From an optimization exercise on the open Yosys and OpenROAD flow, aimed at small area, a short achievable clock period and few clock cycles; shortcuts taken in it are not production practice.
No run shown here included a check of the RTL's function; only the layout flow was run.

===== design/flow/run.sh =====
#!/bin/bash
# synth_recipe.tcl (not shown) runs the flow's synth.tcl, then flattens the netlist and writes it again
# the make line also repeats each setting of config.mk as NAME=value (left out here)
make -C /OpenROAD-flow-scripts/flow DESIGN_CONFIG=/design/flow/config.mk WORK_HOME=/design/flow/orfs CLKGATE_MAP_FILE= SYNTH_SCRIPT=/design/flow/synth_recipe.tcl finish

===== design/flow/design.v =====
package mm_pkg;
  localparam int DATA_WIDTH = 8;                        
  localparam int N = 4;                                 
  localparam int MULTIPLY_DATA_WIDTH = 2 * DATA_WIDTH;  
  localparam int ACCUM_DATA_WIDTH = 16;                 
  localparam int ACC_WIDTH = MULTIPLY_DATA_WIDTH + ACCUM_DATA_WIDTH;
  localparam int ADDR_WIDTH = 16;                       
  localparam int MAX_MATRIX_LENGTH = 4096;              
  localparam int LEN_WIDTH = $clog2(MAX_MATRIX_LENGTH + 1);  
  localparam int FIFO_DEPTH = 4;                        
  typedef logic [DATA_WIDTH-1:0] data_t;                
  typedef logic [ACC_WIDTH-1:0]  acc_t;                 
  typedef logic [ADDR_WIDTH-1:0] addr_t;                
  typedef logic [LEN_WIDTH-1:0]  len_t;                 
  typedef data_t [N-1:0] operand_vec_t;
  typedef acc_t [N-1:0] result_row_t;
endpackage
`timescale 1ns/1ps
`timescale 1ns/1ps
`timescale 1ns/1ps
`timescale 1ns/1ps
module pp_reduce (
  input  logic [7:0]  a_i,
  input  logic [9:0]  t_i,    
  input  logic [7:0]  b_i,
  output logic [15:0] s_o,
  output logic [15:0] c_o
);
  logic [9:0] row0, row1, row2, row3;
  logic f0s, f0c, f1s, f1c, f2s, f2c, f3s, f3c, f4s, f4c, f5s, f5c, f6s, f6c, f7s, f7c, f8s, f8c, f9s, f9c, f10s, f10c, f11s, f11c, f12s, f12c, f13s, f13c, f14s, f14c, f15s, f15c;
  always_comb begin
    case (b_i[1:0])
      2'd1:    row0 = {2'b00, a_i};
      2'd2:    row0 = {1'b0, a_i, 1'b0};
      2'd3:    row0 = t_i;
      default: row0 = 10'd0;
    endcase
    case (b_i[3:2])
      2'd1:    row1 = {2'b00, a_i};
      2'd2:    row1 = {1'b0, a_i, 1'b0};
      2'd3:    row1 = t_i;
      default: row1 = 10'd0;
    endcase
    case (b_i[5:4])
      2'd1:    row2 = {2'b00, a_i};
      2'd2:    row2 = {1'b0, a_i, 1'b0};
      2'd3:    row2 = t_i;
      default: row2 = 10'd0;
    endcase
    case (b_i[7:6])
      2'd1:    row3 = {2'b00, a_i};
      2'd2:    row3 = {1'b0, a_i, 1'b0};
      2'd3:    row3 = t_i;
      default: row3 = 10'd0;
    endcase
  end
  assign f0s = row0[6] ^ row1[4];
  assign f0c = row0[6] & row1[4];
  assign f1s = row0[7] ^ row1[5] ^ row2[3];
  assign f1c = (row0[7] & row1[5]) | (row0[7] & row2[3]) | (row1[5] & row2[3]);
  assign f2s = row0[8] ^ row1[6] ^ row2[4];
  assign f2c = (row0[8] & row1[6]) | (row0[8] & row2[4]) | (row1[6] & row2[4]);
  assign f3s = row0[9] ^ row1[7] ^ row2[5];
  assign f3c = (row0[9] & row1[7]) | (row0[9] & row2[5]) | (row1[7] & row2[5]);
  assign f4s = row1[8] ^ row2[6];
  assign f4c = row1[8] & row2[6];
  assign f5s = row1[9] ^ row2[7];
  assign f5c = row1[9] & row2[7];
  assign f6s = row0[4] ^ row1[2];
  assign f6c = row0[4] & row1[2];
  assign f7s = row0[5] ^ row1[3] ^ row2[1];
  assign f7c = (row0[5] & row1[3]) | (row0[5] & row2[1]) | (row1[3] & row2[1]);
  assign f8s = row2[2] ^ row3[0] ^ f0s;
  assign f8c = (row2[2] & row3[0]) | (row2[2] & f0s) | (row3[0] & f0s);
  assign f9s = row3[1] ^ f0c ^ f1s;
  assign f9c = (row3[1] & f0c) | (row3[1] & f1s) | (f0c & f1s);
  assign f10s = row3[2] ^ f1c ^ f2s;
  assign f10c = (row3[2] & f1c) | (row3[2] & f2s) | (f1c & f2s);
  assign f11s = row3[3] ^ f2c ^ f3s;
  assign f11c = (row3[3] & f2c) | (row3[3] & f3s) | (f2c & f3s);
  assign f12s = row3[4] ^ f3c ^ f4s;
  assign f12c = (row3[4] & f3c) | (row3[4] & f4s) | (f3c & f4s);
  assign f13s = row3[5] ^ f4c ^ f5s;
  assign f13c = (row3[5] & f4c) | (row3[5] & f5s) | (f4c & f5s);
  assign f14s = row2[8] ^ row3[6] ^ f5c;
  assign f14c = (row2[8] & row3[6]) | (row2[8] & f5c) | (row3[6] & f5c);
  assign f15s = row2[9] ^ row3[7];
  assign f15c = row2[9] & row3[7];
  assign s_o = {row3[9], row3[8], f14c, f13c, f12c, f11c, f10c, f9c, f8c, f7c, f6c, row2[0], row0[3], row0[2], row0[1], row0[0]};
  assign c_o = {1'b0, f15c, f15s, f14s, f13s, f12s, f11s, f10s, f9s, f8s, f7s, f6s, row1[1], row1[0], 1'b0, 1'b0};
endmodule
`timescale 1ns/1ps
`timescale 1ns/1ps
module mm_top (
  input  logic         clk_i,
  input  logic         rst_n_i,
  input  logic         instr_valid_i,
  input  logic [15:0]  a_addr_i,
  input  logic [15:0]  b_addr_i,
  input  logic [15:0]  c_addr_i,
  input  logic [12:0]  len_i,
  output logic         instr_ready_o,
  output logic         done_o,
  output logic         a_rd_req_o,
  output logic [15:0]  a_rd_addr_o,
  input  logic         a_rd_valid_i,
  input  logic [31:0]  a_rd_data_i,
  output logic         b_rd_req_o,
  output logic [15:0]  b_rd_addr_o,
  input  logic         b_rd_valid_i,
  input  logic [31:0]  b_rd_data_i,
  output logic         wr_valid_o,
  output logic [15:0]  wr_addr_o,
  output logic [127:0] wr_data_o,
  input  logic         wr_ready_i
);
  localparam int AW = 28;   
  function automatic logic [39:0] triple(input logic [31:0] w);
    for (int i = 0; i < 4; i++)
      triple[10*i +: 10] = {2'b00, w[8*i +: 8]} + {1'b0, w[8*i +: 8], 1'b0};
  endfunction
  logic busy_q, clr_q, done_q;
  logic accept;
  assign instr_ready_o = !busy_q;
  assign accept        = instr_valid_i && !busy_q;
  assign done_o        = done_q;
  logic [15:0] a_addr_q, b_addr_q;
  logic [12:0] a_rem_q, b_rem_q;
  logic        a_more_q, b_more_q;
  logic        ahv_q, atv_q, bhv_q, btv_q;
  logic [31:0] ah_q, at_q, bh_q, bt_q;
  logic [39:0] a3h_q;                     
  logic        a_take, b_take, fire;
  assign fire        = ahv_q && bhv_q;
  assign a_rd_req_o  = a_more_q && (!atv_q || fire);
  assign b_rd_req_o  = b_more_q && (!btv_q || fire);
  assign a_rd_addr_o = a_addr_q;
  assign b_rd_addr_o = b_addr_q;
  assign a_take      = a_rd_req_o && a_rd_valid_i;
  assign b_take      = b_rd_req_o && b_rd_valid_i;
  always_ff @(posedge clk_i or negedge rst_n_i) begin
    if (!rst_n_i) begin
      a_more_q <= 1'b0;
      b_more_q <= 1'b0;
      ahv_q <= 1'b0; atv_q <= 1'b0; ah_q <= '0; a3h_q <= '0; at_q <= '0;
      bhv_q <= 1'b0; btv_q <= 1'b0; bh_q <= '0; bt_q <= '0;
    end else begin
      if (accept) begin
        a_more_q <= 1'b1;
        b_more_q <= 1'b1;
      end else begin
        if (a_take && a_rem_q == 13'd1) a_more_q <= 1'b0;
        if (b_take && b_rem_q == 13'd1) b_more_q <= 1'b0;
      end
      if (fire) begin
        ahv_q <= atv_q || a_take;
        ah_q  <= atv_q ? at_q : (a_take ? a_rd_data_i : 32'd0);
        a3h_q <= atv_q ? triple(at_q) : (a_take ? triple(a_rd_data_i) : 40'd0);
        atv_q <= atv_q && a_take;
        at_q  <= (atv_q && a_take) ? a_rd_data_i : 32'd0;
      end else if (a_take) begin
        if (!ahv_q) begin
          ahv_q <= 1'b1;
          ah_q  <= a_rd_data_i;
          a3h_q <= triple(a_rd_data_i);
        end else begin
          atv_q <= 1'b1;
          at_q  <= a_rd_data_i;
        end
      end
      if (fire) begin
        bhv_q <= btv_q || b_take;
        bh_q  <= btv_q ? bt_q : (b_take ? b_rd_data_i : 32'd0);
        btv_q <= btv_q && b_take;
        bt_q  <= (btv_q && b_take) ? b_rd_data_i : 32'd0;
      end else if (b_take) begin
        if (!bhv_q) begin
          bhv_q <= 1'b1;
          bh_q  <= b_rd_data_i;
        end else begin
          btv_q <= 1'b1;
          bt_q  <= b_rd_data_i;
        end
      end
    end
  end
  always_ff @(posedge clk_i) begin
    if (!busy_q) begin
      a_addr_q <= a_addr_i;
      b_addr_q <= b_addr_i;
      a_rem_q  <= len_i;
      b_rem_q  <= len_i;
    end else begin
      if (a_take) begin
        a_addr_q <= a_addr_q + 16'd1;
        a_rem_q  <= a_rem_q - 13'd1;
      end
      if (b_take) begin
        b_addr_q <= b_addr_q + 16'd1;
        b_rem_q  <= b_rem_q - 13'd1;
      end
    end
  end
  logic [15:0]   ps [16];
  logic [15:0]   pc [16];
  logic [15:0]   ps_q [16];
  logic [15:0]   pc_q [16];
  logic [AW-1:0] acc_q [16];
  logic [AW-1:0] sum3_x [16];
  logic [AW-1:0] sum3_y [16];
  logic          last_fire, last1_q;
  for (genvar i = 0; i < 4; i++) begin : g_row
    for (genvar j = 0; j < 4; j++) begin : g_col
      pp_reduce u_pp (.a_i(ah_q[8*i +: 8]), .t_i(a3h_q[10*i +: 10]), .b_i(bh_q[8*j +: 8]),
                      .s_o(ps[i*4+j]), .c_o(pc[i*4+j]));
    end
  end
  assign last_fire = fire && !a_more_q && !b_more_q && !atv_q && !btv_q;
  always_comb begin
    for (int l = 0; l < 16; l++) begin
      sum3_x[l] = acc_q[l] ^ AW'(ps_q[l]) ^ AW'(pc_q[l]);
      sum3_y[l] = {(acc_q[l][AW-2:0] & AW'(ps_q[l])) | (acc_q[l][AW-2:0] & AW'(pc_q[l])) |
                   (AW'(ps_q[l]) & AW'(pc_q[l])), 1'b0};
    end
  end
  always_ff @(posedge clk_i) begin
    for (int l = 0; l < 16; l++) begin
      ps_q[l]  <= ps[l];
      pc_q[l]  <= pc[l];
      acc_q[l] <= clr_q ? {AW{1'b0}} : sum3_x[l] + sum3_y[l];
    end
  end
  logic        wr_valid_q;
  logic [1:0]  row_q;
  logic [3:0]  row_oh_q;                  
  logic [15:0] c_addr_q;
  logic        wr_done;
  assign wr_valid_o = wr_valid_q;
  assign wr_addr_o  = c_addr_q;
  assign wr_done    = wr_valid_q && wr_ready_i;
  always_comb begin
    wr_data_o = '0;
    for (int r = 0; r < 4; r++)
      for (int j = 0; j < 4; j++)
        wr_data_o[32*j +: AW] = wr_data_o[32*j +: AW] | (acc_q[r*4+j] & {AW{row_oh_q[r]}});
  end
  always_ff @(posedge clk_i or negedge rst_n_i) begin
    if (!rst_n_i) begin
      busy_q     <= 1'b0;
      clr_q      <= 1'b0;
      last1_q    <= 1'b0;
      done_q     <= 1'b0;
      wr_valid_q <= 1'b0;
      row_q      <= 2'd0;
      row_oh_q   <= 4'b0001;
    end else begin
      clr_q   <= accept;
      last1_q <= last_fire;
      done_q  <= 1'b0;
      if (accept) busy_q <= 1'b1;
      if (last1_q) wr_valid_q <= 1'b1;
      if (wr_done) begin
        row_q    <= row_q + 2'd1;
        row_oh_q <= {row_oh_q[2:0], row_oh_q[3]};
        if (row_q == 2'd3) begin
          wr_valid_q <= 1'b0;
          done_q     <= 1'b1;
          busy_q     <= 1'b0;
        end
      end
    end
  end
  always_ff @(posedge clk_i) begin
    if (!busy_q) c_addr_q <= c_addr_i;
    else if (wr_done) c_addr_q <= c_addr_q + 16'd1;
  end
endmodule

===== design/flow/constraint.sdc =====
create_clock -name core_clock -period 6.0 [get_ports {clk_i}]
set_input_delay 1.2000 -clock core_clock [delete_from_list [all_inputs] [get_ports {clk_i}]]
set_output_delay 1.2000 -clock core_clock [all_outputs]
set_load 0.01 [all_outputs]

===== design/flow/config.mk =====
export PLATFORM = sky130hd
export DESIGN_NAME = mm_top
export DESIGN_NICKNAME = mm_top
export VERILOG_FILES = /design/flow/design.v
export SDC_FILE = /design/flow/constraint.sdc
export NUM_CORES = 4
export LEC_CHECK = 0
export CAP_MARGIN = 20
export CORE_MARGIN = 2
export CORE_UTILIZATION = 40
export SLEW_MARGIN = 20

==> flow_metrics.py, run 1 <==
metrics = {
    "critical_path": {
        "crit_fanout": 50,
        "crit_chain": "buf_4 -> a22oi_1 -> nand2_1 -> clkdlybuf4s50_1",
        "cp-end-kind": "primary output",
        "cp_top_family": "buffers and inverters",
        "worstPathArrival_ps": 3300,
        "crit_slowest_cell": "dfrtp_4",
        "path_class": "reg -> out",
        "worstPathRequired_ps": 4800,
        "worst_path_largest_cell_delay_ps": 1060,
        "path_buf_inv": 2,
        "worst_setup_path_start_kind": "register",
    },
    "synth": {
        "yosys_warnings": 14,
        "ys_top_cells_by_area": "dfxtp_1 24%, fa_1 11%, ha_1 7.8%",
        "synth_top_cell_by_area": "dfxtp_1",
        "synth_edf_count": 74,
        "yosys.cell_types.count": 97,
        "async_reset_ff_frac": 0.155,
        "synthCells": 7814,
        "syn_area_sq_um": 74600,
        "synth_top_area_frac": 0.245,
        "seq_area_frac_synth": 0.335,
        "synth_ff_type": "dfxtp_1",
        "synth_seq_cells": 1167,
        "synth_area_per_cell_sq_um": 9.54,
    },
    "cts": {
        "clockBufferDepth": 3,
        "cts_tree": "yes",
        "clk_latency_ps": 810,
        "cts.repair.resized": 0,
        "cts.sinks": 1167,
        "clkSlewWorstSetupHoldPaths_ps": 60,
        "htreeDepth": 4,
        "clockRootBuffer": "clkbuf_16",
        "cts_hold_buf": 0,
        "cts_inserted_buffers": 141,
        "post_cts_buffers": 0,
    },
    "grt": {
        "gr-total-overflow": 0,
        "grt_pass1_wl_mm": 377,
        "grt_pass1_vias": 60400,
        "grtUsageMet1": 0.337,
        "grt.met3_usage": 0.0644,
        "grtUsageTotal": 0.258,
        "grt_busiest_layer": "met2",
        "grt_start_max_net_pins": 142,
        "grtUsageMet2": 0.402,
        "antenna_found_initial": 25,
    },
    "drt": {
        "drc": 0,
        "first_iter_violations": 5937,
        "post_drt_via_cell_ratio": 5.81,
        "drt_pre_antenna_iters": 6,
        "wl_mm": 251,
        "wire_per_inst_um": 24.0,
        "vias": 60800,
        "antenna_left": 0,
    },
    "sta": {
        "tns_ps": 0,
        "final_max_slew_viol_count": 0,
        "max_slew_margin": 0.217,
        "post-route-period-util": 0.749,
        "period_needed_ps": 4500,
        "max_freq_ghz": 0.222,
        "rsz0062_at_grt": "no",
        "tightest_slew_ps": 1170,
        "finalSetupViolCount": 0,
        "fin_skew_ps": 37.1,
        "hold_viol": 0,
        "setup_ws_ps": 1500,
    },
    "die": {
        "std_cell_rows": 158,
        "io_pins": 312,
        "core_sq_um": 185000,
        "die_h_um": 436,
        "start_util": 0.403,
        "die_area_sq_um": 190000,
        "die_w_um": 436,
    },
    "finish": {
        "mostFrequentLayoutCells": "912 x dfxtp_1, 714 x nor2_1, 527 x nand2_1",
        "final_util": 0.457,
        "stdcell_count": 10500,
        "final_cell_area_sq_um": 84700,
        "final_common_cell": "dfxtp_1",
        "area_growth_pct": 13.6,
        "drive_gt1_frac": 0.118,
        "nNetsFinal": 8856,
    },
    "placed_design": {
        "dp_slack_ps": 2270,
        "place.gp.congestion": 0.905,
        "dp_hpwl_mm": 171,
        "place_inst": 10200,
        "numPortBuffers": 295,
        "placed_area_sq_um": 79800,
    },
    "status": {
        "status": "timing/DRC/antenna clean",
    },
    "min_path": {
        "hp-class": "reg -> reg",
    },
    "flow_run": {
        "maxCapViolCount": 0,
    },
}
cell type report:
type                            count  area (sq um)
Fill cell                       17500        101000
Antenna cell                       13          32.5
Inverter                          454          1710
Clock inverter                     46           687
Sequential cell                  1167         25100
Clock buffer                      213          4230
Multi-Input combinational cell   5655         45900
Tap cell                         2480          3100
Timing Repair Buffer              434          4060
Yosys cell counts, drive strengths merged, types with 173 or more instances:
library cell,instances
a21oi,327
a22o,261
a22oi,434
clkbuf,483
dfrtp,180
dfxtp,912
fa,408
ha,464
inv,454
mux2,516
nand2,527
nor2,714
o21ai,265
xnor2,173
xor2,195
kinds of logic after synthesis:
group | Yosys count | share of synthesized area
muxes | 550 | 0.0825
buffers and inverters | 1007 | 0.0516
and+or+nand+nor | 1979 | 0.123
DFF | 1167 | 0.335
adders and majority gates | 872 | 0.187
xor gates and xnor gates | 368 | 0.0432
other | 1 | 0.0000503
AOI/OAI and AO/OA | 1870 | 0.177
state kept, by name, summed over array words and instances, names as in the netlist, 2 cells and up:
register,count
ah_q,32
ps_q,256
b_addr_q,16
acc_q,448
a3h_q,36
bt_q,32
b_rem_q,13
a_rem_q,13
c_addr_q,16
bh_q,32
at_q,32
row_oh_q,4
pc_q,208
a_addr_q,16
row_q,2
layer usage:
layer  routed length (um)  vias to the layer above
met4                11800                       24
met2               111000                     2649
li1                     -                    27600
met5                  153                        -
met3                23400                      596
met1               105000                    29900
path summary, 6_finish.rpt:
kind,slack (ps),cells past startpoint,end,startpoint
min in group asynchronous,510,1,done_q$_DFF_PN0_,rst_n_i
min reg2reg,480,1,row_q[0]$_DFFE_PN0P_,row_q[0]$_DFFE_PN0P_
max in group asynchronous,4250,2,bh_q[22]$_DFFE_PN0P_,rst_n_i
max reg2reg,2560,10,acc_q[11][21]$_SDFF_PP0_,ps_q[11][1]$_DFF_P_
min,480,1,row_q[0]$_DFFE_PN0P_,row_q[0]$_DFFE_PN0P_
max,1500,4,wr_data_o[103],row_oh_q[1]$_DFFE_PN0P_
metrics by stage:
| stage | hold WS, ps |
|---|---|
| after floorplan | 437 |
| after global placement | 464 |
| after detailed placement | 470 |
| after CTS | 480 |
| after global routing | 493 |
| final | 478 |
==> run 2, diff against run 1 <==
--- a/design/flow/config.mk
+++ b/design/flow/config.mk
@@ -9,3 +9,4 @@
 export CORE_MARGIN = 2
 export CORE_UTILIZATION = 40
+export SETUP_SLACK_MARGIN = 3.0
 export SLEW_MARGIN = 20
==> run 2 against run 1 <==
  * Clock-buffer cell count stayed put
  * Routed wire length is 7.7% higher
  * Sequential share of layout area is 1.5 points lower
  * Worst hold slack better by 2.4 ps
  * Synthesized cell count stayed put
  * Sequential cell count stayed put
  * Via count is 3.0% higher
  * Design area is 5.4% higher
  * Core utilization is 2.5 points higher
  * Critical path type unchanged
  * Critical endpoint is now wr_data_o[96]
  * Largest cell class unchanged
==> flow_metrics.py, run 2 <==
metrics = {
    "sta": {
        "finalSetupViolCount": 0,
        "tightest_slew_ps": 1220,
        "hold_viol": 0,
        "max_slew_margin": 0.190,
        "period_needed_ps": 3560,
        "post-route-period-util": 0.593,
        "fin_skew_ps": 36.6,
        "rsz0062_at_grt": "yes",
        "final_max_slew_viol_count": 0,
        "hold_ws_ps": 480,
        "max_freq_ghz": 0.281,
        "setup_ws_ps": 2440,
        "tns_ps": 0,
    },
    "synth": {
        "syn_area_sq_um": 74600,
        "synth_seq_cells": 1167,
        "yosys.cell_types.count": 97,
        "yosys_warnings": 14,
        "ys_top_cells_by_area": "dfxtp_1 24%, fa_1 11%, ha_1 7.8%",
        "synth_edf_count": 74,
        "yosysMostFrequentCell": "dfxtp_1",
        "synth_area_per_cell_sq_um": 9.54,
        "synth_commonest_cells": "912 x dfxtp_1, 714 x nor2_1, 527 x nand2_1",
        "synth_top_cell_by_area": "dfxtp_1",
        "synthCells": 7814,
        "seq_area_frac_synth": 0.335,
        "synth_top_area_frac": 0.245,
        "synth_ff_type": "dfxtp_1",
        "async_reset_ff_frac": 0.155,
    },
    "grt": {
        "grt_pass1_vias": 61600,
        "antenna_found_initial": 25,
        "grt_pass1_wl_mm": 394,
        "grt_start_max_net_pins": 142,
        "gr-total-overflow": 0,
        "grtUsageTotal": 0.272,
    },
    "drt": {
        "drt_pre_antenna_iters": 6,
        "drc": 0,
        "wire_per_inst_um": 25.4,
        "post_drt_via_cell_ratio": 5.88,
        "first_iter_violations": 6243,
        "wl_mm": 270,
        "antenna_left": 0,
        "vias": 62700,
    },
    "die": {
        "core_sq_um": 185000,
        "std_cell_rows": 158,
        "die_h_um": 436,
        "start_util": 0.403,
        "die_w_um": 436,
        "io_pins": 312,
        "die_area_sq_um": 190000,
    },
    "critical_path": {
        "worstReg2RegStart": "acc_q[14][12]$_SDFF_PP0_",
        "cp-end-kind": "primary output",
        "worst_setup_path_start_kind": "register",
        "worstPathRequired_ps": 4800,
        "crit_fanout": 7,
        "critPathLaunch": "row_oh_q[0]$_DFFE_PN1P_",
        "path_class": "reg -> out",
        "worstPathArrival_ps": 2360,
    },
    "min_path": {
        "hp-class": "reg -> reg",
        "min_from": "last1_q$_DFF_PN0_",
    },
    "cts": {
        "clkSlewWorstSetupHoldPaths_ps": 60,
        "clockBufferDepth": 3,
        "cts.sinks": 1167,
        "clk_latency_ps": 820,
        "clockRootBuffer": "clkbuf_16",
        "cts_inserted_buffers": 141,
        "cts_hold_buf": 0,
        "cts_tree": "yes",
        "htreeDepth": 4,
    },
    "placed_design": {
        "place.gp.congestion": 0.905,
        "dp_slack_ps": 2270,
        "dp_hpwl_mm": 171,
        "numPortBuffers": 295,
        "place_inst": 10200,
    },
    "finish": {
        "largest_reg_flops": 448,
        "area_growth_pct": 19.8,
        "nNetsFinal": 9053,
        "drive_gt1_frac": 0.197,
        "largestRegisters": "acc_q: 448 flops, ps_q: 256 flops, pc_q: 208 flops",
        "final_common_cell": "dfxtp_1",
        "mostFrequentLayoutCells": "877 x dfxtp_1, 713 x nor2_1, 514 x nand2_1",
        "largest-register": "acc_q",
        "stdcell_count": 10700,
    },
    "flow_run": {
        "maxCapViolCount": 0,
    },
    "status": {
        "status": "timing/DRC/antenna clean",
    },
}
run 2: cell counts after synthesis:
No cell type changed its count.
run 2: area by class of cell:
cell class,count,area [sq um]
Clock inverter,46,687
Timing Repair Buffer,630,6600
Inverter,454,1710
Sequential cell,1167,25100
Multi-Input combinational cell,5656,47900
Antenna cell,4,10.0
Clock buffer,213,4230
Tap cell,2480,3100
Fill cell,17000,95900
run 2: logic make-up (layout without fill, tap and decap cells):
kind of cell | after synthesis | in the layout | share of synthesized area
and+or+nand+nor | 1979 | 1979 | 0.123
AOI/OAI and AO/OA | 1870 | 1871 | 0.177
DFF | 1167 | 1167 | 0.335
buffers and inverters | 1007 | 1343 | 0.0516
adders and majority gates | 872 | 872 | 0.187
muxes | 550 | 550 | 0.0825
xor gates and xnor gates | 368 | 368 | 0.0432
other | 1 | 20 | 0.0000503
run 2: worst max-delay path, cell delays in order, from the launching register on:
cell     delay, ps
dfstp_4        690
buf_12         180
buf_16         160
buf_12         140
buf_8          100
a22oi_2         60
nand2_1         90
buf_2          140
run 2: worst paths after layout:
check / to / slack [ps] / cells past startpoint
setup / recovery: wr_data_o[96] / 2440 / 7
hold / removal: wr_valid_q$_DFF_PN0_ / 480 / 2
setup reg to reg: acc_q[14][27]$_SDFF_PP0_ / 3020 / 10
hold reg to reg: wr_valid_q$_DFF_PN0_ / 480 / 2
max in group asynchronous: bh_q[19]$_DFFE_PN0P_ / 4230 / 2
min in group asynchronous: done_q$_DFF_PN0_ / 490 / 1
run 2: layer usage:
metal | share of wire | vias to the layer above | track usage
met5 | 0.00045 | - | 0
met4 | 0.053 | 20 | 0.127
met3 | 0.097 | 676 | 0.0688
met2 | 0.44 | 2919 | 0.420
met1 | 0.41 | 31000 | 0.357
li1 | - | 28000 | -
run 2: per-stage QoR:
step	instance area (sq um)	utilization
after floorplan	74600	-
after global placement	79800	0.431
after detailed placement	79800	0.431
after CTS	87300	0.472
after global routing	89300	0.482
final	89300	0.482
run 2: timing repair:
item | CTS | global route
setup buffers | 120 | 50
endpoints found under the setup margin | 351 | 323
resized for setup | 752 | 302
pin swaps | 126 | 139
gates cloned | 19 | 8
==> run 3, diff against run 2 <==
--- a/design/flow/design.v
+++ b/design/flow/design.v
@@ -120,67 +120,91 @@
       triple[10*i +: 10] = {2'b00, w[8*i +: 8]} + {1'b0, w[8*i +: 8], 1'b0};
   endfunction
-  logic busy_q, clr_q, done_q;
+  logic busy_q, ready_q, clr_q, done_q;
   logic accept;
-  assign instr_ready_o = !busy_q;
-  assign accept        = instr_valid_i && !busy_q;
+  assign instr_ready_o = ready_q;         
+  assign accept        = instr_valid_i && ready_q;
   assign done_o        = done_q;
   logic [15:0] a_addr_q, b_addr_q;
   logic [12:0] a_rem_q, b_rem_q;
-  logic        a_more_q, b_more_q;
-  logic        ahv_q, atv_q, bhv_q, btv_q;
-  logic [31:0] ah_q, at_q, bh_q, bt_q;
+  logic        a_more_q, b_more_q, a_req_q, b_req_q;
+  logic        ahv_q, bhv_q;
+  logic [31:0] ah_q, bh_q;
   logic [39:0] a3h_q;                     
+  logic [31:0] p0_q, p1_q;                
+  logic [1:0]  pcnt_q;                    
+  logic        pown_q;                    
   logic        a_take, b_take, fire;
+  logic        a_pool, b_pool;            
+  logic        a_more_d, b_more_d, ahv_d, bhv_d;
+  logic [1:0]  pcnt_d;
+  logic        pown_d;
   assign fire        = ahv_q && bhv_q;
-  assign a_rd_req_o  = a_more_q && (!atv_q || fire);
-  assign b_rd_req_o  = b_more_q && (!btv_q || fire);
+  assign a_rd_req_o  = a_req_q;
+  assign b_rd_req_o  = b_req_q;
   assign a_rd_addr_o = a_addr_q;
   assign b_rd_addr_o = b_addr_q;
-  assign a_take      = a_rd_req_o && a_rd_valid_i;
-  assign b_take      = b_rd_req_o && b_rd_valid_i;
+  assign a_take      = a_req_q && a_rd_valid_i;
+  assign b_take      = b_req_q && b_rd_valid_i;
+  assign a_pool      = pcnt_q != 2'd0 && !pown_q;
+  assign b_pool      = pcnt_q != 2'd0 && pown_q;
+  always_comb begin
+    a_more_d = accept || (a_more_q && !(a_take && a_rem_q == 13'd1));
+    b_more_d = accept || (b_more_q && !(b_take && b_rem_q == 13'd1));
+    pown_d   = pown_q;
+    if (fire) begin
+      ahv_d  = a_pool || a_take;
+      bhv_d  = b_pool || b_take;
+      pcnt_d = pcnt_q - 2'(a_pool && !a_take) - 2'(b_pool && !b_take);
+    end else begin
+      ahv_d  = ahv_q || a_take;
+      bhv_d  = bhv_q || b_take;
+      pcnt_d = pcnt_q + 2'(ahv_q && a_take) + 2'(bhv_q && b_take);
+      if (ahv_q && a_take) pown_d = 1'b0;
+      if (bhv_q && b_take) pown_d = 1'b1;
+    end
+  end
   always_ff @(posedge clk_i or negedge rst_n_i) begin
     if (!rst_n_i) begin
-      a_more_q <= 1'b0;
-      b_more_q <= 1'b0;
-      ahv_q <= 1'b0; atv_q <= 1'b0; ah_q <= '0; a3h_q <= '0; at_q <= '0;
-      bhv_q <= 1'b0; btv_q <= 1'b0; bh_q <= '0; bt_q <= '0;
+      a_more_q <= 1'b0; b_more_q <= 1'b0;
+      a_req_q  <= 1'b0; b_req_q  <= 1'b0;
+      ahv_q <= 1'b0; ah_q <= '0; a3h_q <= '0;
+      bhv_q <= 1'b0; bh_q <= '0;
+      pcnt_q <= 2'd0; pown_q <= 1'b0;
     end else begin
-      if (accept) begin
-        a_more_q <= 1'b1;
-        b_more_q <= 1'b1;
+      a_more_q <= a_more_d;
+      b_more_q <= b_more_d;
+      ahv_q  <= ahv_d;
+      bhv_q  <= bhv_d;
+      pcnt_q <= pcnt_d;
+      pown_q <= pown_d;
+      a_req_q <= a_more_d && (!ahv_d || bhv_d || pcnt_d != 2'd2);
+      b_req_q <= b_more_d && (!bhv_d || ahv_d || pcnt_d != 2'd2);
+      if (fire) begin
+        ah_q  <= a_pool ? p0_q : (a_take ? a_rd_data_i : 32'd0);
+        a3h_q <= a_pool ? triple(p0_q) : (a_take ? triple(a_rd_data_i) : 40'd0);
+        bh_q  <= b_pool ? p0_q : (b_take ? b_rd_data_i : 32'd0);
       end else begin
-        if (a_take && a_rem_q == 13'd1) a_more_q <= 1'b0;
-        if (b_take && b_rem_q == 13'd1) b_more_q <= 1'b0;
-      end
-      if (fire) begin
-        ahv_q <= atv_q || a_take;
-        ah_q  <= atv_q ? at_q : (a_take ? a_rd_data_i : 32'd0);
-        a3h_q <= atv_q ? triple(at_q) : (a_take ? triple(a_rd_data_i) : 40'd0);
-        atv_q <= atv_q && a_take;
-        at_q  <= (atv_q && a_take) ? a_rd_data_i : 32'd0;
-      end else if (a_take) begin
-        if (!ahv_q) begin
-          ahv_q <= 1'b1;
+        if (a_take && !ahv_q) begin
           ah_q  <= a_rd_data_i;
           a3h_q <= triple(a_rd_data_i);
-        end else begin
-          atv_q <= 1'b1;
-          at_q  <= a_rd_data_i;
         end
-      end
-      if (fire) begin
-        bhv_q <= btv_q || b_take;
-        bh_q  <= btv_q ? bt_q : (b_take ? b_rd_data_i : 32'd0);
-        btv_q <= btv_q && b_take;
-        bt_q  <= (btv_q && b_take) ? b_rd_data_i : 32'd0;
-      end else if (b_take) begin
-        if (!bhv_q) begin
-          bhv_q <= 1'b1;
-          bh_q  <= b_rd_data_i;
-        end else begin
-          btv_q <= 1'b1;
-          bt_q  <= b_rd_data_i;
-        end
-      end
+        if (b_take && !bhv_q) bh_q <= b_rd_data_i;
+      end
+    end
+  end
+  logic        p_push, p_pop;
+  logic [31:0] p_in;
+  assign p_pop  = fire && pcnt_q != 2'd0;
+  assign p_push = fire ? ((a_pool && a_take) || (b_pool && b_take))
+                       : ((ahv_q && a_take) || (bhv_q && b_take));
+  assign p_in   = (fire ? b_pool : bhv_q) ? b_rd_data_i : a_rd_data_i;
+  always_ff @(posedge clk_i) begin
+    if (p_pop) begin
+      if (p_push && pcnt_q == 2'd1) p0_q <= p_in;
+      else                          p0_q <= p1_q;
+      if (p_push && pcnt_q == 2'd2) p1_q <= p_in;
+    end else if (p_push) begin
+      if (pcnt_q == 2'd0) p0_q <= p_in;
+      else                p1_q <= p_in;
     end
   end
@@ -209,4 +233,5 @@
   logic [AW-1:0] sum3_x [16];
   logic [AW-1:0] sum3_y [16];
+  logic [AW-1:0] acc_d [16];
   logic          last_fire, last1_q;
   for (genvar i = 0; i < 4; i++) begin : g_row
@@ -216,5 +241,5 @@
     end
   end
-  assign last_fire = fire && !a_more_q && !b_more_q && !atv_q && !btv_q;
+  assign last_fire = fire && !a_more_q && !b_more_q && pcnt_q == 2'd0;
   always_comb begin
     for (int l = 0; l < 16; l++) begin
@@ -222,4 +247,5 @@
       sum3_y[l] = {(acc_q[l][AW-2:0] & AW'(ps_q[l])) | (acc_q[l][AW-2:0] & AW'(pc_q[l])) |
                    (AW'(ps_q[l]) & AW'(pc_q[l])), 1'b0};
+      acc_d[l]  = {AW{!clr_q}} & (sum3_x[l] + sum3_y[l]);
     end
   end
@@ -228,11 +254,12 @@
       ps_q[l]  <= ps[l];
       pc_q[l]  <= pc[l];
-      acc_q[l] <= clr_q ? {AW{1'b0}} : sum3_x[l] + sum3_y[l];
+      acc_q[l] <= acc_d[l];
     end
   end
   logic        wr_valid_q;
   logic [1:0]  row_q;
-  logic [3:0]  row_oh_q;                  
+  logic [2:0]  nxt_oh_q;                  
   logic [15:0] c_addr_q;
+  logic [AW-1:0] wd_q [4];
   logic        wr_done;
   assign wr_valid_o = wr_valid_q;
@@ -240,12 +267,18 @@
   assign wr_done    = wr_valid_q && wr_ready_i;
   always_comb begin
-    wr_data_o = '0;
-    for (int r = 0; r < 4; r++)
-      for (int j = 0; j < 4; j++)
-        wr_data_o[32*j +: AW] = wr_data_o[32*j +: AW] | (acc_q[r*4+j] & {AW{row_oh_q[r]}});
+    for (int j = 0; j < 4; j++) wr_data_o[32*j +: 32] = 32'(wd_q[j]);
+  end
+  always_ff @(posedge clk_i) begin
+    for (int j = 0; j < 4; j++) begin
+      if (last1_q) wd_q[j] <= acc_d[j];
+      else if (wr_done)
+        wd_q[j] <= ({AW{nxt_oh_q[0]}} & acc_q[4+j]) | ({AW{nxt_oh_q[1]}} & acc_q[8+j]) |
+                   ({AW{nxt_oh_q[2]}} & acc_q[12+j]);
+    end
   end
   always_ff @(posedge clk_i or negedge rst_n_i) begin
     if (!rst_n_i) begin
       busy_q     <= 1'b0;
+      ready_q    <= 1'b1;
       clr_q      <= 1'b0;
       last1_q    <= 1'b0;
@@ -253,18 +286,23 @@
       wr_valid_q <= 1'b0;
       row_q      <= 2'd0;
-      row_oh_q   <= 4'b0001;
+      nxt_oh_q   <= 3'b001;
     end else begin
       clr_q   <= accept;
       last1_q <= last_fire;
       done_q  <= 1'b0;
-      if (accept) busy_q <= 1'b1;
+      if (accept) begin
+        busy_q  <= 1'b1;
+        ready_q <= 1'b0;
+      end
       if (last1_q) wr_valid_q <= 1'b1;
       if (wr_done) begin
         row_q    <= row_q + 2'd1;
-        row_oh_q <= {row_oh_q[2:0], row_oh_q[3]};
+        nxt_oh_q <= {nxt_oh_q[1:0], nxt_oh_q[2]};
         if (row_q == 2'd3) begin
+          nxt_oh_q   <= 3'b001;
           wr_valid_q <= 1'b0;
           done_q     <= 1'b1;
           busy_q     <= 1'b0;
+          ready_q    <= 1'b1;
         end
       end
--- a/design/flow/config.mk
+++ b/design/flow/config.mk
@@ -9,4 +9,4 @@
 export CORE_MARGIN = 2
 export CORE_UTILIZATION = 40
-export SETUP_SLACK_MARGIN = 3.0
+export SETUP_SLACK_MARGIN = 3.5
 export SLEW_MARGIN = 20
==> run 3 against run 2 <==
  * Still clean
  * Area after synthesis increased by 3.3%
  * Critical endpoint is now wd_q[2][27]$_DFFE_PP_
  * Largest cell class unchanged
  * Worst hold slack got worse by 75 ps
==> flow_metrics.py, run 3 <==
metrics = {
    "synth": {
        "synth_area_per_cell_sq_um": 10.2,
        "seq_area_frac_synth": 0.374,
        "syn_area_sq_um": 77000,
        "synth_edf_count": 250,
        "synth_seq_cells": 1282,
        "synth.area.mux_share": 0.0846,
        "async_reset_ff_frac": 0.0936,
        "yosysMostFrequentCell": "dfxtp_1",
        "synthAdderAreaFrac": 0.182,
        "synth_ff_type": "dfxtp_1",
        "synth_commonest_cells": "912 x dfxtp_1, 723 x nor2_1, 531 x mux2_2",
        "synth_top_family_by_area": "adder cells",
        "synth_top_area_frac": 0.237,
        "synth_top_cell_by_area": "dfxtp_1",
        "synth-compound-area-share": 0.151,
        "synthXorXnorAreaFrac": 0.0504,
        "yosys_warnings": 18,
        "synthCells": 7583,
        "yosys.area_share.simple": 0.114,
        "ys_top_cells_by_area": "dfxtp_1 24%, fa_1 11%, edfxtp_1 9.7%",
        "yosys.cell_types.count": 94,
    },
    "critical_path": {
        "cp-end-kind": "register",
        "crit_fanout": 6,
        "worstPathRequired_ps": 6560,
        "cp_top_family": "compound AO/OA/AOI/OAI gates",
        "worstPathArrival_ps": 3980,
        "crit_chain": "fa_1 -> inv_2 -> fa_2 -> and2b_2 -> o2111ai_2 -> nand4b_1 -> a311o_1 -> a311oi_4 -> buf_6 -> nor4b_2 -> xnor2_1 -> nor2_1 -> o21a_1",
        "path_buf_inv": 2,
        "path_class": "reg -> reg",
        "crit_slowest_cell": "fa_1",
        "worst_path_largest_cell_delay_ps": 510,
        "worst_setup_path_start_kind": "register",
    },
    "cts": {
        "cts_inserted_buffers": 154,
        "clk_latency_ps": 820,
        "clkSlewWorstSetupHoldPaths_ps": 60,
        "clockBufferDepth": 3,
        "cts.sinks": 1282,
        "clockRootBuffer": "clkbuf_16",
        "cts_tree": "yes",
        "htreeDepth": 4,
    },
    "drt": {
        "wire_per_inst_um": 24.9,
        "wl_met1_mm": 108,
        "wl_mm": 271,
        "first_iter_violations": 5819,
        "wl_met2_mm": 120,
        "vias": 62900,
        "drc": 0,
        "drt_pre_antenna_iters": 7,
        "post_drt_via_cell_ratio": 5.78,
        "antenna_left": 0,
        "top_layer_used": "met5",
        "dr_wl_met3_mm": 26.0,
    },
    "die": {
        "die_area_sq_um": 196000,
        "core_sq_um": 192000,
        "die_h_um": 443,
        "die_w_um": 443,
        "io_pins": 312,
        "start_util": 0.401,
        "std_cell_rows": 161,
    },
    "sta": {
        "rsz0062_at_grt": "yes",
        "max_slew_margin": 0.144,
        "fin_skew_ps": 37.2,
        "tns_ps": 0,
        "max_freq_ghz": 0.292,
        "period_needed_ps": 3420,
        "tightest_slew_ps": 1270,
        "post-route-period-util": 0.570,
        "hold_viol": 0,
        "finalSetupViolCount": 0,
        "final_max_slew_viol_count": 0,
    },
    "finish": {
        "final_common_cell": "dfxtp_1",
        "largestRegisters": "acc_q: 448 flops, ps_q: 256 flops, pc_q: 208 flops",
        "largest_reg_flops": 448,
        "area_growth_pct": 27.9,
        "multi_input_area_sq_um": 50400,
        "mostFrequentLayoutCells": "835 x dfxtp_1, 674 x nor2_1, 490 x mux2_2",
        "final_util": 0.513,
        "largest-register": "acc_q",
        "register_area_sq_um": 29000,
        "nFillCells": 16900,
        "nNetsFinal": 9215,
        "drive_gt1_frac": 0.299,
    },
    "min_path": {
        "hp-class": "in -> async",
    },
    "grt": {
        "grt_pass1_wl_mm": 395,
        "grtUsageTotal": 0.263,
        "grt_start_max_net_pins": 142,
        "gr-total-overflow": 0,
        "grt_pass1_vias": 63600,
        "antenna_found_initial": 22,
    },
    "placed_design": {
        "dp_hpwl_mm": 161,
        "place.gp.congestion": 0.867,
        "numPortBuffers": 295,
    },
    "status": {
        "status": "timing/DRC/antenna clean",
    },
    "flow_run": {
        "maxCapViolCount": 0,
    },
}
-- run 3: cell count changes after synthesis, sizes merged, moves of 44 or more --
cell | previous run | this run
o21a | 61 | 122
nand2 | 527 | 438
a222oi | 0 | 112
a211oi | 72 | 28
edfxtp | 74 | 250
inv | 454 | 356
o21ai | 265 | 199
a21oi | 327 | 379
a22oi | 434 | 124
dfrtp | 180 | 118
-- run 3: worst paths after layout --
path / start / end / slack (ps) / cells after the start
max: acc_q[2][2]$_DFF_P_ / wd_q[2][27]$_DFFE_PP_ / 2580 / 13
min: rst_n_i / a3h_q[10]$_DFFE_PN0P_ / 410 / 1
max reg2reg: acc_q[2][2]$_DFF_P_ / wd_q[2][27]$_DFFE_PP_ / 2580 / 13
min reg2reg: a_more_q$_DFF_PN0_ / last1_q$_DFF_PN0_ / 440 / 1
max in group asynchronous: rst_n_i / ah_q[15]$_DFFE_PN0P_ / 4360 / 2
min in group core_clock: a_more_q$_DFF_PN0_ / last1_q$_DFF_PN0_ / 440 / 1
-- run 3: cell type report --
| cell class | count | share of cell area |
|---|---|---|
| multi-input combinational | 5438 | 0.511 |
| sequential | 1282 | 0.294 |
| timing repair buffer | 975 | 0.0947 |
| clock buffer | 223 | 0.0472 |
| tap | 2526 | 0.0321 |
| inverter | 357 | 0.0137 |
| clock inverter | 62 | 0.00641 |
| antenna | 14 | 0.000356 |
-- run 3: kinds of logic (layout without fill, tap and decap cells) --
family	after synthesis	count (layout)
AND/OR/NAND/NOR	1889	1896
buffers and inverters	887	1617
flip-flops	1282	1282
AO/OA/AOI/OAI	1621	1623
XOR/XNOR	443	443
adder cells (fa/ha/maj)	876	876
other	1	30
multiplexers	584	584
-- run 3: routing by layer --
| layer | vias to the layer above | track usage |
|---|---|---|
| met4 | 20 | 0.134 |
| met1 | 31100 | 0.334 |
| met2 | 2858 | 0.413 |
| li1 | 28100 | - |
| met5 | - | 0.00488 |
| met3 | 813 | 0.0642 |
-- run 3: through the flow --
step	cell area, sq um	hold WS (ps)	setup slack (ps)	cells
finish	98500	406	2580	10900
CTS	94600	439	2550	10600
global route	98500	436	2440	10900
detailed placement	83900	422	2120	10000
global placement	83900	419	2140	10000
floorplan	78800	407	2810	7598
-- run 3: worst register-to-register path: stages (launching register included) --
cell	delay (ps)
dfxtp_2	320
fa_1	510
inv_2	80
fa_2	190
and2b_2	230
o2111ai_2	180
nand4b_1	200
a311o_1	440
a311oi_4	320
buf_6	180
nor4b_2	60
xnor2_1	200
nor2_1	70
o21a_1	190
-- run 3: what timing repair did --
| item | CTS | global route |
|---|---|---|
| hold buffers | 0 | 0 |
| endpoints found under the setup margin | 965 | 774 |
| cloned | 28 | 12 |
| buffers inserted | 308 | 210 |
| pin swaps | 384 | 339 |
| gates resized for setup | 1367 | 455 |
==> run 4, diff against run 3 <==
--- a/design/flow/config.mk
+++ b/design/flow/config.mk
@@ -9,4 +9,4 @@
 export CORE_MARGIN = 2
 export CORE_UTILIZATION = 40
-export SETUP_SLACK_MARGIN = 3.5
+export SETUP_SLACK_MARGIN = 3.0
 export SLEW_MARGIN = 20
==> run 4 against run 3 <==
  * Critical path depth is the same
  * Register-to-register slack worse by 80 ps
  * Via count shrank 3.8%
  * Area after synthesis unchanged
  * Clock-buffer cell count grew 10
  * Global-route usage is 2.0 points lower
  * Cell count shrank 3.4%
  * Core utilization shrank 3.4 points
  * Synthesized cell count stayed put
  * Highest routed layer unchanged
==> flow_metrics.py, run 4 <==
metrics = {
    "drt": {
        "wl_met2_mm": 111,
        "wl_met1_mm": 104,
        "drc": 0,
        "wl_mm": 247,
        "antenna_left": 0,
        "wire_per_inst_um": 23.5,
        "top_layer_used": "met5",
        "drt_pre_antenna_iters": 10,
        "vias": 60500,
        "dr_wl_met3_mm": 20.5,
        "post_drt_via_cell_ratio": 5.75,
        "first_iter_violations": 5246,
    },
    "critical_path": {
        "worst_setup_path_start_kind": "register",
        "path_class": "reg -> reg",
        "crit_fanout": 6,
        "worstPathRequired_ps": 6550,
        "worstPathArrival_ps": 4050,
        "cp-end-kind": "register",
    },
    "synth": {
        "async_reset_ff_frac": 0.0936,
        "ys_top_cells_by_area": "dfxtp_1 24%, fa_1 11%, edfxtp_1 9.7%",
        "yosys_warnings": 18,
        "yosysMostFrequentCell": "dfxtp_1",
        "synth_area_per_cell_sq_um": 10.2,
        "yosys.cell_types.count": 94,
        "synth_top_area_frac": 0.237,
        "synth_ff_type": "dfxtp_1",
        "synthCells": 7583,
        "synth_top_cell_by_area": "dfxtp_1",
        "synth_seq_cells": 1282,
        "syn_area_sq_um": 77000,
        "seq_area_frac_synth": 0.374,
        "synth_edf_count": 250,
        "synth_commonest_cells": "912 x dfxtp_1, 723 x nor2_1, 531 x mux2_2",
    },
    "finish": {
        "drive_gt1_frac": 0.200,
        "multi_input_area_sq_um": 48000,
        "register_area_sq_um": 28900,
        "final_util": 0.480,
        "final_common_cell": "dfxtp_1",
        "final_cell_area_sq_um": 92100,
        "nNetsFinal": 8848,
        "largest-register": "acc_q",
        "largestRegisters": "acc_q: 448 flops, ps_q: 256 flops, pc_q: 208 flops",
        "nFillCells": 17400,
        "mostFrequentLayoutCells": "866 x dfxtp_1, 699 x nor2_1, 530 x mux2_2",
        "area_growth_pct": 19.5,
        "largest_reg_flops": 448,
    },
    "sta": {
        "finalSetupViolCount": 0,
        "tns_ps": 0,
        "fin_skew_ps": 38.5,
        "hold_ws_ps": 426,
        "period_needed_ps": 3500,
        "max_slew_margin": 0.208,
        "hold_viol": 0,
        "final_max_slew_viol_count": 0,
        "tightest_slew_ps": 1190,
        "rsz0062_at_grt": "yes",
        "post-route-period-util": 0.583,
        "setup_ws_ps": 2500,
        "max_freq_ghz": 0.286,
    },
    "die": {
        "die_h_um": 443,
        "std_cell_rows": 161,
        "core_sq_um": 192000,
        "die_w_um": 443,
        "start_util": 0.401,
        "io_pins": 312,
        "die_area_sq_um": 196000,
    },
    "grt": {
        "antenna_found_initial": 13,
        "gr-total-overflow": 0,
        "grtUsageTotal": 0.242,
        "grt_start_max_net_pins": 176,
        "grt_pass1_wl_mm": 367,
        "grt_pass1_vias": 61200,
    },
    "placed_design": {
        "numPortBuffers": 295,
        "dp_hpwl_mm": 159,
        "placed_area_sq_um": 82600,
        "dp_slack_ps": 2070,
        "place.gp.congestion": 0.881,
    },
    "min_path": {
        "hp-class": "reg -> reg",
    },
    "cts": {
        "cts_inserted_buffers": 153,
        "cts_tree": "yes",
        "clockBufferDepth": 3,
        "cts.sinks": 1282,
        "clockRootBuffer": "clkbuf_16",
        "clkSlewWorstSetupHoldPaths_ps": 60,
        "htreeDepth": 4,
        "clk_latency_ps": 830,
    },
    "flow_run": {
        "maxCapViolCount": 0,
    },
    "status": {
        "status": "timing/DRC/antenna clean",
    },
}
run 4: cell counts after synthesis:
Identical to the previous run, type by type.
run 4: worst max-delay path, stage by stage (launching register included):
cell and delay, ps:
dfxtp_2 320, fa_1 490, inv_1 90, fa_2 190, and2b_1 200, o2111ai_2 210
nand4b_1 260, a311o_1 490, a311oi_4 320, buf_12 170, nor3_4 40, xnor2_1 170
nor2_1 80, o21a_1 220
run 4: routing by layer:
layer | vias to the layer above | global-route usage
li1 | 27300 | -
met1 | 30100 | 0.314
met2 | 2395 | 0.385
met3 | 622 | 0.0571
met4 | 4 | 0.106
met5 | - | 0
run 4: final cells by class:
type                            count  share of cell area
Tap cell                         2526              0.0343
Sequential cell                  1282               0.314
Clock buffer                      233              0.0484
Clock inverter                     53             0.00637
Multi-Input combinational cell   5429               0.522
Antenna cell                       12            0.000326
Inverter                          357              0.0146
Timing Repair Buffer              618              0.0605
run 4: path summary, 6_finish.rpt:
kind	start	end	slack, ps	depth (start not counted)
min in group asynchronous	rst_n_i	ah_q[15]$_DFFE_PN0P_	440	1
max in group asynchronous	rst_n_i	bh_q[9]$_DFFE_PN0P_	4430	2
worst max-delay path	ps_q[2][2]$_DFF_P_	wd_q[2][21]$_DFFE_PP_	2500	13
worst min register to register	b_more_q$_DFF_PN0_	last1_q$_DFF_PN0_	430	1
worst min-delay path	b_more_q$_DFF_PN0_	last1_q$_DFF_PN0_	430	1
worst max register to register	ps_q[2][2]$_DFF_P_	wd_q[2][21]$_DFFE_PP_	2500	13
run 4: stage by stage:
stage	std cells
2_1_floorplan	7598
3_3_place_gp	10000
3_5_place_dp	10000
4_1_cts	10400
5_1_grt	10500
6_report	10500
run 4: repair_timing:
action                     4_1_cts  5_1_grt
hold buffers                     0        0
buffers inserted               104       81
setup endpoints to repair      394      332
hold endpoints to repair         0        0
gates resized for setup        340      330
pin swaps                      200      269
run 4: kinds of logic (layout without fill, tap and decap cells):
kind of cell	count (synthesis)	in the layout	share of synthesized area
other cells	1	28	0.0000487
buf+inv	887	1261	0.0442
flops	1282	1282	0.374
mux	584	584	0.0846
simple gates	1889	1889	0.114
xor+xnor	443	443	0.0504
fa+ha+maj	876	876	0.182
compound gates	1621	1621	0.151

==> port drivers added, routing unchanged <==
No port has a modelled driver above. Below, the same layouts with a new extraction and two added sets of constraints.
Step 1: set_driving_cell puts a clkbuf_16 on clk_i and a buf_2 on each other input, an assumption about the parent block.
Step 2 times the ports against the registers' clock, not the clock port: input delays grow and output delays shrink by t, the midpoint of the rising clock arrivals with the driver on.
Three values: no drivers, after step 1, after step 2; two values: the first two.
run	shift t [ns]	setup WS [ns]	worst setup path at the end	cell pins on the clock port's net
run 1	0.875	1.505 / 1.421 / 2.243	input to register	1
run 2	0.885	2.444 / 2.355 / 2.357	input to register	1
run 3	0.889	2.579 / 2.579 / 2.579	register to register	1
run 4	0.897	2.502 / 2.502 / 2.283	input to register	1
After both steps setup and hold are still met in every run listed. For run 4, which loses most, drivers alone change the setup slack by 0.000 ns; drivers and shift together by -0.219 ns.
